What follows belongs to an exercise in optimizing a design on an open flow for small area and a short achievable clock period; a production flow would make more cautious choices.
Only simulation tests tie the RTL to the original design; equivalence was not proved.

==> inputs of v3 <==
==> flow/design.v (excerpt) <==
module event_core (
    input  logic                           clk_frame,
    input  logic                           rst,
    input  logic                           en,
    input  logic                           spawn_laser,
    input  logic [1:0]                     dir,
    input  logic                           spawn_object,
    input  logic [25-1:0]               spawn_data,
    output logic [16-1:0]            score,
    output logic                           all_clear,
    output logic                           game_over,
    output logic [3:0]                     object_count,
    output logic [14-1:0]               laser,
    output logic [8*25-1:0]    sorted_aliens   
);
    logic                        move, anim, die, swing, odd;
    logic [8-1:0]       hit_me;
    logic [8*22-1:0] slots;
    frame_control frame_control_inst (
        .clk_frame (clk_frame),
        .rst       (rst),
        .en        (en),
        .move      (move),
        .anim      (anim),
        .die       (die),
        .swing     (swing),
        .odd       (odd)
    );
    alien_table alien_table_inst (
        .clk_frame    (clk_frame),
        .rst          (rst),
        .en           (en),
        .move         (move),
        .anim         (anim),
        .die          (die),
        .swing        (swing),
  ...
==> flow/config.mk <==
export PLATFORM = sky130hd
export DESIGN_NAME = event_core
export DESIGN_NICKNAME = event_core
export VERILOG_FILES = /design/flow/design.v
export SDC_FILE = /design/flow/constraint.sdc
export NUM_CORES = 4
export LEC_CHECK = 0
export ABC_CLOCK_PERIOD_IN_PS = 16000
export CAP_MARGIN = 20
export CORE_MARGIN = 2
export CORE_UTILIZATION = 32
export PLACE_DENSITY = 0.42
export SLEW_MARGIN = 20
==> flow/constraint.sdc <==
create_clock -name core_clock -period 20.0 [get_ports {clk_frame}]
set_input_delay 4.0000 -clock core_clock [delete_from_list [all_inputs] [get_ports {clk_frame}]]
set_output_delay 4.0000 -clock core_clock [all_outputs]
set_load 0.01 [all_outputs]
standard.sh (not shown) runs the stock make flow with config.mk's settings and CLKGATE_MAP_FILE= SYNTH_SCRIPT=/design/flow/synth_recipe.tcl, a recipe that flattens the netlist after the stock synthesis.
==> flow/flow/run.sh <==
#!/bin/bash
# Standard ORFS layout (standard synthesis, floorplan, place, CTS, route, finish) with
#  - a tighter setup-repair target: repair_timing aims for SETUP_SLACK_MARGIN of slack at
#    the design's clock period, so the resizer also speeds up paths that meet 20 ns;
#  - every port still buffered, with a plain buffer cell instead of a delay cell.
# The clock, SDC and every other setting stay the standard flow's. Make's output goes to flow_make.log,
# each ORFS step's log to orfs/logs/.
set -euo pipefail
cd "$(dirname "$0")/.."
MARGIN=$(cat flow/margin.txt)
bash standard.sh SETUP_SLACK_MARGIN="$MARGIN" \
    "BUFFER_PORTS_ARGS=-buffer_cell sky130_fd_sc_hd__buf_2" finish > flow_make.log 2>&1
==> flow/flow/margin.txt <==
14.8
==> v23: changes against v3 <==
--- a/flow/design.v
+++ b/flow/design.v
@@ -58,21 +58,35 @@
     always_comb begin
         for (int i = 0; i < 8; i++) begin
             act[i]   = slots[i*22];
             dying[i] = !slots[i*22] && slots[i*22 + 2];
             free[i]  = !slots[i*22] && !slots[i*22 + 2];
         end
     end
-    always_comb begin
+    logic [8-1:0] tgt_q, free_u, tgt_ns, tgt_s;
+    function automatic logic [8-1:0] lowest(input logic [8-1:0] x);
         logic seen;
         seen = 1'b0;
         for (int i = 0; i < 8; i++) begin
-            spawn_sel[i] = spawn_object && free[i] && !seen;
-            seen         = seen || free[i];
+            lowest[i] = x[i] && !seen;
+            seen      = seen || x[i];
         end
+    endfunction
+    always_comb begin
+        for (int i = 0; i < 8; i++)
+            free_u[i] = free[i] || (dying[i] && die && slots[i*22 + 1]);
+        tgt_ns    = lowest(free_u);
+        tgt_s     = lowest(free_u & ~tgt_q);
+        spawn_sel = spawn_object ? tgt_q : '0;
+    end
+    always_ff @(posedge clk_frame or posedge rst) begin
+        if (rst)
+            tgt_q <= 8'(1);    
+        else if (en)
+            tgt_q <= spawn_object ? tgt_s : tgt_ns;
     end
     for (genvar i = 0; i < 8; i++) begin : g_slot
         logic [3:0] r, hp;
         logic [8:0] theta;
         logic [1:0] kind, frame;
         logic       a;
         logic [3:0] r_n, hp_n;
@@ -138,44 +152,44 @@
                 slots[i*22 + 1]       <= frame_n[0];
             end
         end
     end
     logic [8-1:0] kill, stay_valid, stay_over;
     logic                  any_free, any_kill, spawn_ok;
     logic [3:0]            count_q;
-    logic                  clear_q, over_q;
+    logic                  busy_q, over_q;    
     always_comb begin
         for (int i = 0; i < 8; i++) begin
             logic [3:0] r, hp;
             r  = slots[i*22 + 18 +: 4];
             hp = slots[i*22 + 5 +: 4];
             kill[i]       = act[i] && hit_me[i] && hp == 4'd1;
             stay_valid[i] = act[i] || (dying[i] && !(die && slots[i*22 + 1]));
             stay_over[i]  = act[i] && !kill[i] && (r == 4'd0 || (r == 4'd1 && move));
         end
-        any_free = free != '0;
+        any_free = tgt_q != '0;
         any_kill = kill != '0;
         spawn_ok = spawn_object && any_free;
     end
     always_ff @(posedge clk_frame or posedge rst) begin
         if (rst) begin
             count_q <= '0;
-            clear_q <= 1'b1;
+            busy_q  <= 1'b0;
             over_q  <= 1'b0;
         end else if (en) begin
             if (spawn_ok)
                 count_q <= any_kill ? count_q : count_q + 4'd1;
             else
                 count_q <= any_kill ? count_q - 4'd1 : count_q;
-            clear_q <= !spawn_ok && stay_valid == '0;
+            busy_q  <= spawn_ok || stay_valid != '0;
             over_q  <= (stay_over != '0) || (spawn_ok && spawn_data[24:21] == 4'd0);
         end
     end
     assign object_count = count_q;
-    assign all_clear    = clear_q;
+    assign all_clear    = !busy_q;
     assign game_over    = over_q;
 endmodule
 `timescale 1ns/100ps
 module laser_unit (
     input  logic                           clk_frame,
     input  logic                           rst,
     input  logic                           en,
@@ -257,28 +271,28 @@
     input  logic                           clk_frame,
     input  logic [8*22-1:0]    unordered,
     output logic [8*25-1:0]    ordered
 );
     localparam int N = 8;
     logic [N-1:0]       valid;          
     logic [N-1:0][3:0]  r_eff;          
-    logic [N-1:0][22:0] rec;            
+    logic [N-1:0][17:0] rec;            
     logic [N-1:0][2:0]  rank;
     logic [N-1:0][N-1:0] sel;           
-    logic [N-1:0][22:0] out_rec;
+    logic [N-1:0][N-1:0] selv;          
+    logic [N-1:0][17:0] out_rec;
+    logic [N-1:0][21:0] ord_q;          
     logic [N-1:0][3:0]  out_r;
     always_comb begin
         for (int i = 0; i < N; i++) begin
             logic [22-1:0] s;
             s        = unordered[i*22 +: 22];
             valid[i] = s[0] | s[2];
             r_eff[i] = valid[i] ? s[21:18] : 4'(15);
-            rec[i]   = valid[i] ? {s[21:18], s[17:9], s[8:5],
-                                   !s[0], s[0], s[4:3], s[2:1]}
-                                : '0;
+            rec[i]   = {s[17:9], s[8:5], s[0], s[4:3], s[2:1]};
         end
     end
     function automatic logic gt4(input logic [3:0] a, input logic [3:0] b);
         logic [3:0] g, l;
         g   = a & ~b;
         l   = ~a & b;
         gt4 = g[3] | (~l[3] & (g[2] | (~l[2] & (g[1] | (~l[1] & g[0])))));
@@ -308,29 +322,37 @@
             w       = fa(x[1], y[1], z[1]);
             rank[i] = {w, z[0]};
         end
     end
     always_comb begin
         for (int k = 0; k < N; k++)
             for (int i = 0; i < N; i++)
-                sel[k][i] = rank[i] == 3'(k);
+            begin
+                sel[k][i]  = rank[i] == 3'(k);
+                selv[k][i] = sel[k][i] && valid[i];
+            end
     end
     always_comb begin
         for (int k = 0; k < N; k++) begin
             out_rec[k] = '0;
             out_r[k]   = '0;
             for (int i = 0; i < N; i++) begin
-                out_rec[k] = out_rec[k] | (sel[k][i] ? rec[i] : '0);
+                out_rec[k] = out_rec[k] | (selv[k][i] ? rec[i] : '0);
                 out_r[k]   = out_r[k]   | (sel[k][i] ? r_eff[i] : '0);
             end
         end
     end
     always_ff @(posedge clk_frame) begin
         for (int k = 0; k < N; k++)
-            ordered[k*25 +: 25] <= {out_r[k], out_rec[k][18:0], 2'b00};
+            ord_q[k] <= {out_r[k], out_rec[k]};
+    end
+    always_comb begin
+        for (int k = 0; k < N; k++)
+            ordered[k*25 +: 25] = {ord_q[k][21:5], !ord_q[k][4] && ord_q[k][1],
+                                         ord_q[k][4:0], 2'b00};
     end
 endmodule
 `timescale 1ns/100ps
 module event_core (
     input  logic                           clk_frame,
     input  logic                           rst,
     input  logic                           en,
--- a/flow/flow/run.sh
+++ b/flow/flow/run.sh
@@ -5,8 +5,8 @@
 #  - every port still buffered, with a plain buffer cell instead of a delay cell.
 # The clock, SDC and every other setting stay the standard flow's. Make's output goes to flow_make.log,
 # each ORFS step's log to orfs/logs/.
 set -euo pipefail
 cd "$(dirname "$0")/.."
 MARGIN=$(cat flow/margin.txt)
 bash standard.sh SETUP_SLACK_MARGIN="$MARGIN" \
-    "BUFFER_PORTS_ARGS=-buffer_cell sky130_fd_sc_hd__buf_2" finish > flow_make.log 2>&1
+    "BUFFER_PORTS_ARGS=-buffer_cell sky130_fd_sc_hd__buf_1" finish > flow_make.log 2>&1
==> flow/flow/margin.txt (replaced) <==
14.65
- CORE_UTILIZATION: 32 -> 42
- CTS_BUF_LIST: default -> sky130_fd_sc_hd__clkbuf_8
- PLACE_DENSITY: 0.42 -> 0.55
==> v7: changes against v3 <==
--- a/flow/design.v
+++ b/flow/design.v
@@ -138,15 +138,15 @@
                 slots[i*22 + 1]       <= frame_n[0];
             end
         end
     end
     logic [8-1:0] kill, stay_valid, stay_over;
     logic                  any_free, any_kill, spawn_ok;
     logic [3:0]            count_q;
-    logic                  clear_q, over_q;
+    logic                  busy_q, over_q;    
     always_comb begin
         for (int i = 0; i < 8; i++) begin
             logic [3:0] r, hp;
             r  = slots[i*22 + 18 +: 4];
             hp = slots[i*22 + 5 +: 4];
             kill[i]       = act[i] && hit_me[i] && hp == 4'd1;
             stay_valid[i] = act[i] || (dying[i] && !(die && slots[i*22 + 1]));
@@ -155,27 +155,27 @@
         any_free = free != '0;
         any_kill = kill != '0;
         spawn_ok = spawn_object && any_free;
     end
     always_ff @(posedge clk_frame or posedge rst) begin
         if (rst) begin
             count_q <= '0;
-            clear_q <= 1'b1;
+            busy_q  <= 1'b0;
             over_q  <= 1'b0;
         end else if (en) begin
             if (spawn_ok)
                 count_q <= any_kill ? count_q : count_q + 4'd1;
             else
                 count_q <= any_kill ? count_q - 4'd1 : count_q;
-            clear_q <= !spawn_ok && stay_valid == '0;
+            busy_q  <= spawn_ok || stay_valid != '0;
             over_q  <= (stay_over != '0) || (spawn_ok && spawn_data[24:21] == 4'd0);
         end
     end
     assign object_count = count_q;
-    assign all_clear    = clear_q;
+    assign all_clear    = !busy_q;
     assign game_over    = over_q;
 endmodule
 `timescale 1ns/100ps
 module laser_unit (
     input  logic                           clk_frame,
     input  logic                           rst,
     input  logic                           en,
@@ -257,28 +257,28 @@
     input  logic                           clk_frame,
     input  logic [8*22-1:0]    unordered,
     output logic [8*25-1:0]    ordered
 );
     localparam int N = 8;
     logic [N-1:0]       valid;          
     logic [N-1:0][3:0]  r_eff;          
-    logic [N-1:0][22:0] rec;            
+    logic [N-1:0][17:0] rec;            
     logic [N-1:0][2:0]  rank;
     logic [N-1:0][N-1:0] sel;           
-    logic [N-1:0][22:0] out_rec;
+    logic [N-1:0][N-1:0] selv;          
+    logic [N-1:0][17:0] out_rec;
+    logic [N-1:0][21:0] ord_q;          
     logic [N-1:0][3:0]  out_r;
     always_comb begin
         for (int i = 0; i < N; i++) begin
             logic [22-1:0] s;
             s        = unordered[i*22 +: 22];
             valid[i] = s[0] | s[2];
             r_eff[i] = valid[i] ? s[21:18] : 4'(15);
-            rec[i]   = valid[i] ? {s[21:18], s[17:9], s[8:5],
-                                   !s[0], s[0], s[4:3], s[2:1]}
-                                : '0;
+            rec[i]   = {s[17:9], s[8:5], s[0], s[4:3], s[2:1]};
         end
     end
     function automatic logic gt4(input logic [3:0] a, input logic [3:0] b);
         logic [3:0] g, l;
         g   = a & ~b;
         l   = ~a & b;
         gt4 = g[3] | (~l[3] & (g[2] | (~l[2] & (g[1] | (~l[1] & g[0])))));
@@ -308,29 +308,37 @@
             w       = fa(x[1], y[1], z[1]);
             rank[i] = {w, z[0]};
         end
     end
     always_comb begin
         for (int k = 0; k < N; k++)
             for (int i = 0; i < N; i++)
-                sel[k][i] = rank[i] == 3'(k);
+            begin
+                sel[k][i]  = rank[i] == 3'(k);
+                selv[k][i] = sel[k][i] && valid[i];
+            end
     end
     always_comb begin
         for (int k = 0; k < N; k++) begin
             out_rec[k] = '0;
             out_r[k]   = '0;
             for (int i = 0; i < N; i++) begin
-                out_rec[k] = out_rec[k] | (sel[k][i] ? rec[i] : '0);
+                out_rec[k] = out_rec[k] | (selv[k][i] ? rec[i] : '0);
                 out_r[k]   = out_r[k]   | (sel[k][i] ? r_eff[i] : '0);
             end
         end
     end
     always_ff @(posedge clk_frame) begin
         for (int k = 0; k < N; k++)
-            ordered[k*25 +: 25] <= {out_r[k], out_rec[k][18:0], 2'b00};
+            ord_q[k] <= {out_r[k], out_rec[k]};
+    end
+    always_comb begin
+        for (int k = 0; k < N; k++)
+            ordered[k*25 +: 25] = {ord_q[k][21:5], !ord_q[k][4] && ord_q[k][1],
+                                         ord_q[k][4:0], 2'b00};
     end
 endmodule
 `timescale 1ns/100ps
 module event_core (
     input  logic                           clk_frame,
     input  logic                           rst,
     input  logic                           en,
==> flow/flow/margin.txt (replaced) <==
14.65
- CORE_UTILIZATION: 32 -> 35
- PLACE_DENSITY: 0.42 -> 0.45
==> v29: changes against v3 <==
==> flow/flow/run.sh (replaced) <==
#!/bin/bash
set -euo pipefail
cd "$(dirname "$0")/.."
MARGIN=$(cat flow/margin.txt)
bash standard.sh SETUP_SLACK_MARGIN="$MARGIN" finish > flow_make.log 2>&1
==> flow/flow/margin.txt (replaced) <==
14.5
- CORE_UTILIZATION: 32 -> 45
- PLACE_DENSITY: 0.42 -> 0.6
==> summary of the runs <==
- v7 finished clean. v29 produced a clean layout. v3 completed without violations. v23 produced a clean layout.
- The lowest first-iteration DRC count belongs to v7, the highest to v29.
- Of v23 and v29, v23 has the higher die area (gap about 7%, measured against v29).
- Core utilization: v3 < v7 < v23 < v29.

what the ideal ports hide:
The flow's constraints put no driver on any port. The routed layouts listed below were extracted and timed again, unchanged, in two steps.
Step 1 assumes that a clkbuf_16 drives the clock port and a buf_2 every other input.
Step 2 times the ports against the registers' clock, not the clock port: input delays grow and output delays shrink by t, the midpoint of the rising clock arrivals with the driver on.
a / b / c = ideal ports / drivers / drivers and shift; a / b = the first two.
| run | shift t [ns] | setup slack, ns | worst setup path at the end | worst slew at a driven data input, ns | pins driven straight from the clock port |
|---|---|---|---|---|---|
| v3 | 0.756 | 14.575 / 14.506 / 14.019 | input to register | 0.13 | 1 |
| v23 | 0.752 | 14.658 / 14.622 / 13.933 | input to register | 0.09 | 1 |
| v7 | 0.695 | 14.661 / 14.624 / 13.973 | input to register | 0.09 | 1 |
| v29 | 0.697 | 14.388 / 14.388 / 13.803 | input to register | 0.09 | 1 |
After both steps every run listed still meets setup and hold. The setup slack of v23, which loses most, moves by -0.036 ns with the drivers and by -0.725 ns with both steps.
